This is an optimization exercise on Yosys and OpenROAD, whose aim is small area, a short achievable clock period and few clock cycles per item, not a production implementation.
Function was checked by simulation only, so behaviour that the tests miss may differ from the original.
Power and IR drop assume default switching activity.

==> 03-04: inputs <==
// first_fit_page_allocator
module first_fit_page_allocator #(
   parameter int MAX_EXTENTS     = ffpa_pkg::MAX_EXTENTS_DEF,
   parameter int PAGE_INDEX_BITS = ffpa_pkg::PAGE_INDEX_BITS_DEF
) (
   input  logic                         clock,
   input  logic                         reset,
   input  logic                         start,
   output logic                         busy,
   input  logic [1:0]                   req_opcode,
   input  logic [PAGE_INDEX_BITS-1:0]   req_base_page,
   input  logic [PAGE_INDEX_BITS:0]     req_page_count,
   output logic                         rsp_strobe,
   output logic [1:0]                   rsp_status,
   output logic [PAGE_INDEX_BITS-1:0]   rsp_result_page,
   output logic [PAGE_INDEX_BITS:0]     rsp_free_total
);
   ffpa_datapath #(
      .MAX_EXTENTS     (MAX_EXTENTS),
      .PAGE_INDEX_BITS (PAGE_INDEX_BITS)
   ) u_dp (
      .clock           (clock),
      .reset           (reset),
      .start           (start),
      .busy            (busy),
      .req_opcode      (req_opcode),
      .req_base_page   (req_base_page),
      .req_page_count  (req_page_count),
      .rsp_strobe      (rsp_strobe),
      .rsp_status      (rsp_status),
      .rsp_result_page (rsp_result_page),
      .rsp_free_total  (rsp_free_total)
   );
endmodule
==> flow/config.mk <==
export PLATFORM = sky130hd
export DESIGN_NAME = first_fit_page_allocator
export DESIGN_NICKNAME = first_fit_page_allocator
export VERILOG_FILES = /design/flow/design.v
export SDC_FILE = /design/flow/constraint.sdc
export NUM_CORES = 4
export LEC_CHECK = 0
export CAP_MARGIN = 20
export CORE_MARGIN = 2
export CORE_UTILIZATION = 27
export PLACE_DENSITY = 0.35
export SLEW_MARGIN = 20
==> flow/constraint.sdc <==
create_clock -name core_clock -period 10.0 [get_ports {clock}]
set_input_delay 2.0000 -clock core_clock [delete_from_list [all_inputs] [get_ports {clock}]]
set_output_delay 2.0000 -clock core_clock [all_outputs]
set_load 0.01 [all_outputs]
run.sh (not shown) runs the stock make flow with config.mk's settings and CLKGATE_MAP_FILE= SYNTH_SCRIPT=/design/flow/synth_recipe.tcl, a recipe that flattens the netlist after the stock synthesis.
==> inputs of 07-19, as changes to 03-04 <==
- CORE_UTILIZATION: 27 -> 40
- PLACE_DENSITY: 0.35 -> 0.6
==> qor summary <==
Total half-perimeter wirelength after legalization and detailed placement: 03-04 2500000 um; 07-19 1960000 um
Final weighted congestion of routability-driven global placement: 03-04 1.32; 07-19 1.49
Resized Gates After CTS: 03-04 3; 07-19 0
Number of CTS-inserted buffers: 03-04 398; 07-19 361
Run status: 03-04 aborted with a tool error; 07-19 aborted with a tool error
Last stage reached: 03-04 global routing; 07-19 global routing
Die span in y: 03-04 888 um; 07-19 731 um
Main flop type after synthesis: 03-04 sky130_fd_sc_hd__dfxtp_1; 07-19 sky130_fd_sc_hd__dfxtp_1
Number of setup buffers added after CTS: 03-04 1; 07-19 0
Die Wd: 03-04 888 um; 07-19 731 um
DP Worst Slack: 03-04 -0.215 ns; 07-19 -0.191 ns
Dpl cell area: 03-04 0.255 mm2; 07-19 0.238 mm2
Starting Density: 03-04 27.1%; 07-19 40.2%
Synth Area in Compound Gates: 03-04 36.9%; 07-19 36.9%
Cell total after placement: 03-04 38900; 07-19 34400
Cell with the most instances after synthesis: 03-04 sky130_fd_sc_hd__a21oi_1; 07-19 sky130_fd_sc_hd__a21oi_1
Site Rows: 03-04 324; 07-19 266
Testbench counts of 03-04, summed over its fixed seeds: cycles 24,008, requests 12,000.
Testbench counts of 07-19, summed over its fixed seeds: cycles 24,008, requests 12,000.

==> try-pepper <==
==> flow/design.v <==
package ffpa_pkg;
   localparam int MAX_EXTENTS_DEF     = 64;
   localparam int PAGE_INDEX_BITS_DEF = 20;
   localparam logic [1:0] ST_OK   = 2'd0;
   localparam logic [1:0] ST_MISS = 2'd1;
   localparam logic [1:0] ST_ZERO = 2'd2;
   localparam logic [1:0] ST_FULL = 2'd3;
   localparam logic [1:0] OP_ALLOC = 2'd0;
   localparam logic [1:0] OP_FREE  = 2'd1;
   localparam logic [1:0] OP_ADD   = 2'd2;
   localparam logic [1:0] OP_BAD   = 2'd3;
   localparam logic [3:0] A_NONE     = 4'd0;
   localparam logic [3:0] A_LOAD     = 4'd1;
   localparam logic [3:0] A_READ     = 4'd2;
   localparam logic [3:0] A_STEP     = 4'd3;
   localparam logic [3:0] A_ALLOC_WR = 4'd4;
   localparam logic [3:0] A_MRG_BOTH = 4'd5;
   localparam logic [3:0] A_MRG_PREV = 4'd6;
   localparam logic [3:0] A_MRG_NEXT = 4'd7;
   localparam logic [3:0] A_UP_INIT  = 4'd8;
   localparam logic [3:0] A_UP_RD    = 4'd9;
   localparam logic [3:0] A_UP_WR    = 4'd10;
   localparam logic [3:0] A_INS_WR   = 4'd11;
   localparam logic [3:0] A_RM_INIT  = 4'd12;
   localparam logic [3:0] A_DN_RD    = 4'd13;
   localparam logic [3:0] A_DN_WR    = 4'd14;
   localparam logic [3:0] A_RM_DONE  = 4'd15;
   typedef struct packed {
      logic [3:0] act;
      logic       set_status;
      logic [1:0] status;
      logic       page_set;
      logic       tot_add;
      logic       tot_sub;
      logic       rd2;
   } ffpa_cmd_type;
   typedef struct packed {
      logic op_bad;
      logic is_alloc;
      logic zero_count;
      logic scan_end;
      logic fit;
      logic exact;
      logic past;
      logic with_prev;
      logic with_next;
      logic full;
      logic up_done;
      logic dn_done;
      logic scan_last;
      logic up_last;
      logic dn_last;
   } ffpa_stat_type;
endpackage
import ffpa_pkg::*;
module ffpa_controller (
   input  logic                    clock,
   input  logic                    reset,
   input  logic                    start,
   output logic                    busy,
   output logic                    rsp_strobe,
   output ffpa_pkg::ffpa_cmd_type  cmd,
   input  ffpa_pkg::ffpa_stat_type stat
);
   localparam logic [3:0] S_IDLE   = 4'd0;
   localparam logic [3:0] S_CHECK  = 4'd1;
   localparam logic [3:0] S_SCAN   = 4'd2;
   localparam logic [3:0] S_EXAM   = 4'd3;
   localparam logic [3:0] S_PLACE  = 4'd4;
   localparam logic [3:0] S_UP     = 4'd5;
   localparam logic [3:0] S_UPW    = 4'd6;
   localparam logic [3:0] S_REMOVE = 4'd7;
   localparam logic [3:0] S_DNW    = 4'd8;
   localparam logic [3:0] S_RESP   = 4'd9;
   logic [3:0] state_ff, state_in;
   always_comb begin
      state_in       = state_ff;
      cmd            = '0;
      cmd.act        = A_NONE;
      case (state_ff)
         S_IDLE: begin
            if (start) begin
               cmd.act  = A_LOAD;
               state_in = S_CHECK;
            end
         end
         S_CHECK: begin
            if (stat.op_bad) begin
               cmd.set_status = 1'b1;
               cmd.status     = ST_MISS;
               state_in       = S_RESP;
            end else if (stat.zero_count) begin
               cmd.set_status = 1'b1;
               cmd.status     = ST_ZERO;
               state_in       = S_RESP;
            end else if (stat.scan_end) begin
               if (stat.is_alloc) begin
                  cmd.set_status = 1'b1;
                  cmd.status     = ST_MISS;
                  state_in       = S_RESP;
               end else begin
                  state_in = S_PLACE;
               end
            end else begin
               cmd.act  = A_READ;
               state_in = S_EXAM;
            end
         end
         S_EXAM: begin
            if (stat.is_alloc && stat.fit) begin
               cmd.set_status = 1'b1;
               cmd.status     = ST_OK;
               cmd.page_set   = 1'b1;
               cmd.tot_sub    = 1'b1;
               if (stat.exact) begin
                  cmd.act  = A_RM_INIT;
                  state_in = S_REMOVE;
               end else begin
                  cmd.act  = A_ALLOC_WR;
                  state_in = S_RESP;
               end
            end else if (!stat.is_alloc && stat.past) begin
               state_in = S_PLACE;
            end else begin
               cmd.act = A_STEP;
               if (stat.scan_last) begin
                  if (stat.is_alloc) begin
                     cmd.set_status = 1'b1;
                     cmd.status     = ST_MISS;
                     state_in       = S_RESP;
                  end else begin
                     state_in = S_PLACE;
                  end
               end else begin
                  cmd.rd2  = 1'b1;
                  state_in = S_EXAM;
               end
            end
         end
         S_PLACE: begin
            cmd.status = ST_OK;
            if (stat.with_prev && stat.with_next) begin
               cmd.act        = A_MRG_BOTH;
               cmd.set_status = 1'b1;
               cmd.tot_add    = 1'b1;
               state_in       = S_REMOVE;
            end else if (stat.with_prev) begin
               cmd.act        = A_MRG_PREV;
               cmd.set_status = 1'b1;
               cmd.tot_add    = 1'b1;
               state_in       = S_RESP;
            end else if (stat.with_next) begin
               cmd.act        = A_MRG_NEXT;
               cmd.set_status = 1'b1;
               cmd.tot_add    = 1'b1;
               state_in       = S_RESP;
            end else if (stat.full) begin
               cmd.set_status = 1'b1;
               cmd.status     = ST_FULL;
               state_in       = S_RESP;
            end else begin
               cmd.act  = A_UP_INIT;
               state_in = S_UP;
            end
         end
         S_UP: begin
            if (stat.up_done) begin
               cmd.act        = A_INS_WR;
               cmd.set_status = 1'b1;
               cmd.status     = ST_OK;
               cmd.tot_add    = 1'b1;
               state_in       = S_RESP;
            end else begin
               cmd.act  = A_UP_RD;
               state_in = S_UPW;
            end
         end
         S_UPW: begin
            cmd.act = A_UP_WR;
            if (stat.up_last) begin
               state_in = S_UP;
            end else begin
               cmd.rd2  = 1'b1;
               state_in = S_UPW;
            end
         end
         S_REMOVE: begin
            if (stat.dn_done) begin
               cmd.act  = A_RM_DONE;
               state_in = S_RESP;
            end else begin
               cmd.act  = A_DN_RD;
               state_in = S_DNW;
            end
         end
         S_DNW: begin
            cmd.act = A_DN_WR;
            if (stat.dn_last) begin
               state_in = S_REMOVE;
            end else begin
               cmd.rd2  = 1'b1;
               state_in = S_DNW;
            end
         end
         S_RESP: begin
            if (start) begin
               cmd.act  = A_LOAD;
               state_in = S_CHECK;
            end else begin
               state_in = S_IDLE;
            end
         end
         default: begin
            state_in = S_IDLE;
         end
      endcase
   end
   always_ff @(posedge clock) begin
      if (reset) begin
         state_ff <= S_IDLE;
      end else begin
         state_ff <= state_in;
      end
   end
   assign busy       = (state_ff != S_IDLE) && (state_ff != S_RESP);
   assign rsp_strobe = (state_ff == S_RESP);
endmodule
import ffpa_pkg::*;
module ffpa_datapath #(
   parameter int MAX_EXTENTS     = ffpa_pkg::MAX_EXTENTS_DEF,
   parameter int PAGE_INDEX_BITS = ffpa_pkg::PAGE_INDEX_BITS_DEF
) (
   input  logic                         clock,
   input  logic                         reset,
   input  ffpa_pkg::ffpa_cmd_type       cmd,
   output ffpa_pkg::ffpa_stat_type      stat,
   input  logic [1:0]                   req_opcode,
   input  logic [PAGE_INDEX_BITS-1:0]   req_base_page,
   input  logic [PAGE_INDEX_BITS:0]     req_page_count,
   output logic [1:0]                   rsp_status,
   output logic [PAGE_INDEX_BITS-1:0]   rsp_result_page,
   output logic [PAGE_INDEX_BITS:0]     rsp_free_total
);
   localparam int PW = PAGE_INDEX_BITS;
   localparam int AW = $clog2(MAX_EXTENTS);
   localparam int IW = $clog2(MAX_EXTENTS + 1);
   localparam logic [IW-1:0] MAX_CNT = IW'(MAX_EXTENTS);
   logic [PW+PW:0] mem [MAX_EXTENTS];
   logic [1:0]    op_ff;
   logic [PW-1:0] base_ff;
   logic [PW:0]   count_ff;
   logic [IW-1:0] idx_ff, j_ff, used_ff;
   logic [PW:0]   total_ff;
   logic [PW-1:0] prev_start_ff;
   logic [PW:0]   prev_len_ff;
   logic [PW-1:0] rd_start_ff;
   logic [PW:0]   rd_len_ff;
   logic [1:0]    status_ff;
   logic [PW-1:0] page_ff;
   logic          rd_en, wr_en;
   logic [AW-1:0] rd_addr, wr_addr;
   logic [PW-1:0] wr_start;
   logic [PW:0]   wr_len;
   logic [PW:0]   room, count_in;
   logic [PW+1:0] prev_end, tot_sum;
   logic [IW-1:0] idx_m1, j_m1, j_p1, idx_p1, j_m2;
   logic [IW:0]   j_p2;
   assign idx_m1 = idx_ff - IW'(1);
   assign j_m1   = j_ff - IW'(1);
   assign j_p1   = j_ff + IW'(1);
   assign idx_p1 = idx_ff + IW'(1);
   assign j_m2   = j_ff - IW'(2);
   assign j_p2   = {1'b0, j_ff} + (IW+1)'(2);
   assign room     = {1'b1, {PW{1'b0}}} - {1'b0, req_base_page};
   assign count_in = (req_opcode != OP_ALLOC && req_page_count > room) ? room : req_page_count;
   assign prev_end = {1'b0, prev_len_ff} + {2'b00, prev_start_ff};
   assign tot_sum  = {1'b0, total_ff} + {1'b0, count_ff};
   always_comb begin
      stat.op_bad     = (op_ff == OP_BAD);
      stat.is_alloc   = (op_ff == OP_ALLOC);
      stat.zero_count = (count_ff == '0);
      stat.scan_end   = (idx_ff == used_ff);
      stat.fit        = (rd_len_ff >= count_ff);
      stat.exact      = (rd_len_ff == count_ff);
      stat.past       = (rd_start_ff > base_ff);
      stat.with_prev  = (op_ff == OP_FREE) && (idx_ff != '0) && (prev_end == {2'b00, base_ff});
      stat.with_next  = (op_ff == OP_FREE) && (idx_ff != used_ff) &&
                        (({1'b0, base_ff} + count_ff) == {1'b0, rd_start_ff});
      stat.full       = (used_ff == MAX_CNT);
      stat.up_done    = (j_ff == idx_ff);
      stat.dn_done    = (j_p1 >= used_ff);
      stat.scan_last  = (idx_p1 == used_ff);
      stat.up_last    = (j_m1 == idx_ff);
      stat.dn_last    = (j_p2 >= {1'b0, used_ff});
   end
   always_comb begin
      rd_en    = 1'b0;
      rd_addr  = idx_ff[AW-1:0];
      wr_en    = 1'b0;
      wr_addr  = idx_ff[AW-1:0];
      wr_start = rd_start_ff;
      wr_len   = rd_len_ff;
      case (cmd.act)
         A_READ: begin
            rd_en = 1'b1;
         end
         A_UP_RD: begin
            rd_en   = 1'b1;
            rd_addr = j_m1[AW-1:0];
         end
         A_DN_RD: begin
            rd_en   = 1'b1;
            rd_addr = j_p1[AW-1:0];
         end
         A_ALLOC_WR: begin
            wr_en    = 1'b1;
            wr_start = rd_start_ff + count_ff[PW-1:0];
            wr_len   = rd_len_ff - count_ff;
         end
         A_MRG_BOTH: begin
            wr_en    = 1'b1;
            wr_addr  = idx_m1[AW-1:0];
            wr_start = prev_start_ff;
            wr_len   = prev_len_ff + count_ff + rd_len_ff;
         end
         A_MRG_PREV: begin
            wr_en    = 1'b1;
            wr_addr  = idx_m1[AW-1:0];
            wr_start = prev_start_ff;
            wr_len   = prev_len_ff + count_ff;
         end
         A_MRG_NEXT: begin
            wr_en    = 1'b1;
            wr_start = base_ff;
            wr_len   = rd_len_ff + count_ff;
         end
         A_STEP: begin
            rd_en   = cmd.rd2;
            rd_addr = idx_p1[AW-1:0];
         end
         A_UP_WR: begin
            wr_en   = 1'b1;
            wr_addr = j_ff[AW-1:0];
            rd_en   = cmd.rd2;
            rd_addr = j_m2[AW-1:0];
         end
         A_DN_WR: begin
            wr_en   = 1'b1;
            wr_addr = j_ff[AW-1:0];
            rd_en   = cmd.rd2;
            rd_addr = j_p2[AW-1:0];
         end
         A_INS_WR: begin
            wr_en    = 1'b1;
            wr_start = base_ff;
            wr_len   = count_ff;
         end
         default: begin
         end
      endcase
   end
   always_ff @(posedge clock) begin
      if (wr_en) begin
         mem[wr_addr] <= {wr_start, wr_len};
      end
      if (rd_en) begin
         {rd_start_ff, rd_len_ff} <= mem[rd_addr];
      end
   end
   always_ff @(posedge clock) begin
      if (cmd.act == A_LOAD) begin
         op_ff    <= req_opcode;
         base_ff  <= req_base_page;
         count_ff <= count_in;
         page_ff  <= '0;
      end else if (cmd.page_set) begin
         page_ff <= rd_start_ff;
      end
      if (cmd.act == A_STEP) begin
         prev_start_ff <= rd_start_ff;
         prev_len_ff   <= rd_len_ff;
      end
      if (cmd.set_status) begin
         status_ff <= cmd.status;
      end
   end
   always_ff @(posedge clock) begin
      if (reset) begin
         idx_ff   <= '0;
         j_ff     <= '0;
         used_ff  <= '0;
         total_ff <= '0;
      end else begin
         case (cmd.act)
            A_LOAD:     idx_ff <= '0;
            A_STEP:     idx_ff <= idx_ff + IW'(1);
            A_UP_INIT:  j_ff <= used_ff;
            A_UP_WR:    j_ff <= j_m1;
            A_INS_WR:   used_ff <= used_ff + IW'(1);
            A_MRG_BOTH, A_RM_INIT: j_ff <= idx_ff;
            A_DN_WR:    j_ff <= j_p1;
            A_RM_DONE:  used_ff <= used_ff - IW'(1);
            default: begin
            end
         endcase
         if (cmd.tot_add) begin
            total_ff <= tot_sum[PW+1] ? {(PW+1){1'b1}} : tot_sum[PW:0];
         end else if (cmd.tot_sub) begin
            total_ff <= (total_ff > count_ff) ? total_ff - count_ff : '0;
         end
      end
   end
   assign rsp_status      = status_ff;
   assign rsp_result_page = page_ff;
   assign rsp_free_total  = total_ff;
endmodule
import ffpa_pkg::*;
module first_fit_page_allocator #(
   parameter int MAX_EXTENTS     = ffpa_pkg::MAX_EXTENTS_DEF,
   parameter int PAGE_INDEX_BITS = ffpa_pkg::PAGE_INDEX_BITS_DEF
) (
   input  logic                         clock,
   input  logic                         reset,
   input  logic                         start,
   output logic                         busy,
   input  logic [1:0]                   req_opcode,
   input  logic [PAGE_INDEX_BITS-1:0]   req_base_page,
   input  logic [PAGE_INDEX_BITS:0]     req_page_count,
   output logic                         rsp_strobe,
   output logic [1:0]                   rsp_status,
   output logic [PAGE_INDEX_BITS-1:0]   rsp_result_page,
   output logic [PAGE_INDEX_BITS:0]     rsp_free_total
);
   ffpa_pkg::ffpa_cmd_type  cmd;
   ffpa_pkg::ffpa_stat_type stat;
   ffpa_controller u_ctrl (
      .clock      (clock),
      .reset      (reset),
      .start      (start),
      .busy       (busy),
      .rsp_strobe (rsp_strobe),
      .cmd        (cmd),
      .stat       (stat)
   );
   ffpa_datapath #(
      .MAX_EXTENTS     (MAX_EXTENTS),
      .PAGE_INDEX_BITS (PAGE_INDEX_BITS)
   ) u_dp (
      .clock           (clock),
      .reset           (reset),
      .cmd             (cmd),
      .stat            (stat),
      .req_opcode      (req_opcode),
      .req_base_page   (req_base_page),
      .req_page_count  (req_page_count),
      .rsp_status      (rsp_status),
      .rsp_result_page (rsp_result_page),
      .rsp_free_total  (rsp_free_total)
   );
endmodule
==> flow/run.sh <==
#!/bin/bash
# synth_recipe.tcl (not shown) runs the flow's synth.tcl, then flattens the netlist and writes it again
# the make line also repeats each setting of config.mk as NAME=value (left out here)
make -C /OpenROAD-flow-scripts/flow DESIGN_CONFIG=/design/flow/config.mk WORK_HOME=/design/flow/orfs CLKGATE_MAP_FILE= SYNTH_SCRIPT=/design/flow/synth_recipe.tcl finish
==> flow/config.mk <==
export PLATFORM = sky130hd
export DESIGN_NAME = first_fit_page_allocator
export DESIGN_NICKNAME = first_fit_page_allocator
export VERILOG_FILES = /design/flow/design.v
export SDC_FILE = /design/flow/constraint.sdc
export NUM_CORES = 4
export LEC_CHECK = 0
export CAP_MARGIN = 20
export CORE_MARGIN = 2
export CORE_UTILIZATION = 35
export PLACE_DENSITY = 0.55
export SETUP_SLACK_MARGIN = 0.5
export SLEW_MARGIN = 20
==> flow/constraint.sdc <==
create_clock -name core_clock -period 10.0 [get_ports {clock}]
set_input_delay 2.0000 -clock core_clock [delete_from_list [all_inputs] [get_ports {clock}]]
set_output_delay 2.0000 -clock core_clock [all_outputs]
set_load 0.01 [all_outputs]
==> try-amber (differences from try-pepper) <==
--- a/flow/design.v
+++ b/flow/design.v
@@ -33,5 +33,4 @@
       logic       tot_add;
       logic       tot_sub;
-      logic       rd2;
    } ffpa_cmd_type;
    typedef struct packed {
@@ -48,7 +47,4 @@
       logic up_done;
       logic dn_done;
-      logic scan_last;
-      logic up_last;
-      logic dn_last;
    } ffpa_stat_type;
 endpackage
@@ -94,5 +90,10 @@
                cmd.status     = ST_ZERO;
                state_in       = S_RESP;
-            end else if (stat.scan_end) begin
+            end else begin
+               state_in = S_SCAN;
+            end
+         end
+         S_SCAN: begin
+            if (stat.scan_end) begin
                if (stat.is_alloc) begin
                   cmd.set_status = 1'b1;
@@ -108,32 +109,26 @@
          end
          S_EXAM: begin
-            if (stat.is_alloc && stat.fit) begin
-               cmd.set_status = 1'b1;
-               cmd.status     = ST_OK;
-               cmd.page_set   = 1'b1;
-               cmd.tot_sub    = 1'b1;
-               if (stat.exact) begin
-                  cmd.act  = A_RM_INIT;
-                  state_in = S_REMOVE;
-               end else begin
-                  cmd.act  = A_ALLOC_WR;
-                  state_in = S_RESP;
-               end
-            end else if (!stat.is_alloc && stat.past) begin
-               state_in = S_PLACE;
-            end else begin
-               cmd.act = A_STEP;
-               if (stat.scan_last) begin
-                  if (stat.is_alloc) begin
-                     cmd.set_status = 1'b1;
-                     cmd.status     = ST_MISS;
-                     state_in       = S_RESP;
+            if (stat.is_alloc) begin
+               if (stat.fit) begin
+                  cmd.set_status = 1'b1;
+                  cmd.status     = ST_OK;
+                  cmd.page_set   = 1'b1;
+                  cmd.tot_sub    = 1'b1;
+                  if (stat.exact) begin
+                     cmd.act  = A_RM_INIT;
+                     state_in = S_REMOVE;
                   end else begin
-                     state_in = S_PLACE;
+                     cmd.act  = A_ALLOC_WR;
+                     state_in = S_RESP;
                   end
                end else begin
-                  cmd.rd2  = 1'b1;
-                  state_in = S_EXAM;
+                  cmd.act  = A_STEP;
+                  state_in = S_SCAN;
                end
+            end else if (stat.past) begin
+               state_in = S_PLACE;
+            end else begin
+               cmd.act  = A_STEP;
+               state_in = S_SCAN;
             end
          end
@@ -177,11 +172,6 @@
          end
          S_UPW: begin
-            cmd.act = A_UP_WR;
-            if (stat.up_last) begin
-               state_in = S_UP;
-            end else begin
-               cmd.rd2  = 1'b1;
-               state_in = S_UPW;
-            end
+            cmd.act  = A_UP_WR;
+            state_in = S_UP;
          end
          S_REMOVE: begin
@@ -195,19 +185,9 @@
          end
          S_DNW: begin
-            cmd.act = A_DN_WR;
-            if (stat.dn_last) begin
-               state_in = S_REMOVE;
-            end else begin
-               cmd.rd2  = 1'b1;
-               state_in = S_DNW;
-            end
+            cmd.act  = A_DN_WR;
+            state_in = S_REMOVE;
          end
          S_RESP: begin
-            if (start) begin
-               cmd.act  = A_LOAD;
-               state_in = S_CHECK;
-            end else begin
-               state_in = S_IDLE;
-            end
+            state_in = S_IDLE;
          end
          default: begin
@@ -223,5 +203,5 @@
       end
    end
-   assign busy       = (state_ff != S_IDLE) && (state_ff != S_RESP);
+   assign busy       = (state_ff != S_IDLE);
    assign rsp_strobe = (state_ff == S_RESP);
 endmodule
@@ -264,12 +244,8 @@
    logic [PW:0]   room, count_in;
    logic [PW+1:0] prev_end, tot_sum;
-   logic [IW-1:0] idx_m1, j_m1, j_p1, idx_p1, j_m2;
-   logic [IW:0]   j_p2;
+   logic [IW-1:0] idx_m1, j_m1, j_p1;
    assign idx_m1 = idx_ff - IW'(1);
    assign j_m1   = j_ff - IW'(1);
    assign j_p1   = j_ff + IW'(1);
-   assign idx_p1 = idx_ff + IW'(1);
-   assign j_m2   = j_ff - IW'(2);
-   assign j_p2   = {1'b0, j_ff} + (IW+1)'(2);
    assign room     = {1'b1, {PW{1'b0}}} - {1'b0, req_base_page};
    assign count_in = (req_opcode != OP_ALLOC && req_page_count > room) ? room : req_page_count;
@@ -290,7 +266,4 @@
       stat.up_done    = (j_ff == idx_ff);
       stat.dn_done    = (j_p1 >= used_ff);
-      stat.scan_last  = (idx_p1 == used_ff);
-      stat.up_last    = (j_m1 == idx_ff);
-      stat.dn_last    = (j_p2 >= {1'b0, used_ff});
    end
    always_comb begin
@@ -335,19 +308,7 @@
             wr_len   = rd_len_ff + count_ff;
          end
-         A_STEP: begin
-            rd_en   = cmd.rd2;
-            rd_addr = idx_p1[AW-1:0];
-         end
-         A_UP_WR: begin
-            wr_en   = 1'b1;
-            wr_addr = j_ff[AW-1:0];
-            rd_en   = cmd.rd2;
-            rd_addr = j_m2[AW-1:0];
-         end
-         A_DN_WR: begin
+         A_UP_WR, A_DN_WR: begin
             wr_en   = 1'b1;
             wr_addr = j_ff[AW-1:0];
-            rd_en   = cmd.rd2;
-            rd_addr = j_p2[AW-1:0];
          end
          A_INS_WR: begin
- CORE_UTILIZATION: 35 -> 40
- PLACE_DENSITY: 0.55 -> 0.6
- SETUP_SLACK_MARGIN: 0.5 -> default
==> comparison table <==
Outcome: try-pepper complete, no violations; try-amber complete, no violations
Total via count after detailed routing: try-pepper 83,240; try-amber 71,400
Die width: try-pepper 598.3 um; try-amber 551.3 um
Met3 GRT Util: try-pepper 3.553%; try-amber 4.056%
Post-Syn Nets: try-pepper 9,621; try-amber 7,640
Reg2Reg Launch Point: try-pepper u_dp.base_ff[0]; try-amber u_dp.prev_len_ff[0]
Proportion of cell area spent on the clock network: try-pepper 6.837%; try-amber 6.445%
Multi-input combinational cell area: try-pepper 37,800 um2; try-amber 34,800 um2
Latest clock arrival within the worst-skew pair: try-pepper 0.93 ns; try-amber 0.87 ns
Sequential share of the synthesized area: try-pepper 67.91%; try-amber 70.04%
Average wire per cell in the routed design: try-pepper 29.42 um; try-amber 31.15 um
RR Endpoint: try-pepper u_dp.rd_start_ff[1]; try-amber u_dp.mem[33][19]
Startpoint of the worst hold path: try-pepper u_dp.page_ff[18]; try-amber u_dp.page_ff[6]
Final cell count without fillers: try-pepper 14,660; try-amber 11,890
Seq pwr share: try-pepper 34.2%; try-amber 43.7%
Logic depth of the worst register-to-register path: try-pepper 29; try-amber 37
Detailed Place HPWL: try-pepper 269,400 um; try-amber 225,300 um
Total met3 wirelength after detailed routing: try-pepper 33,970 um; try-amber 31,020 um
Internal power of the cells: try-pepper 29.47 mW; try-amber 22.41 mW
Fraction of final layout cells sized beyond drive strength 1: try-pepper 11.08%; try-amber 18.18%
Final-layout worst hold slack: try-pepper 0.4508 ns; try-amber 0.4961 ns
Total clock network power: try-pepper 11.3 mW; try-amber 10.4 mW
Vias per inst: try-pepper 5.677; try-amber 6.008
First-pass detailed-route iteration total: try-pepper 8; try-amber 6
Vias in the first global route: try-pepper 79,650; try-amber 70,020
Testbench counts of try-pepper, summed over its fixed seeds: cycles 315,166, requests 12,000.
Testbench counts of try-amber, summed over its fixed seeds: cycles 601,746, requests 12,000.

==> port drivers added, routing unchanged <==
How much do the figures lean on ideal ports? The routed layouts below were timed once more, with nothing changed but the port constraints.
Step 1, drivers: a clkbuf_16 drives clock and a buf_2 each remaining input, both assumed.
Step 2 also shifts input and output timing later by t, the mid clock arrival at the registers, as if the neighbouring blocks saw the same clock.
Three values: no drivers, after step 1, after step 2; two values: the first two.
run | shift t [ns] | setup slack, ns | slew at the worst register clock pin (ns)
try-pepper | 1.000 | 0.857 / 0.857 / 0.857 | 0.07 / 0.07
try-amber | 0.961 | 0.378 / 0.378 / 0.378 | 0.07 / 0.07
After both steps setup and hold are still met in every run listed.
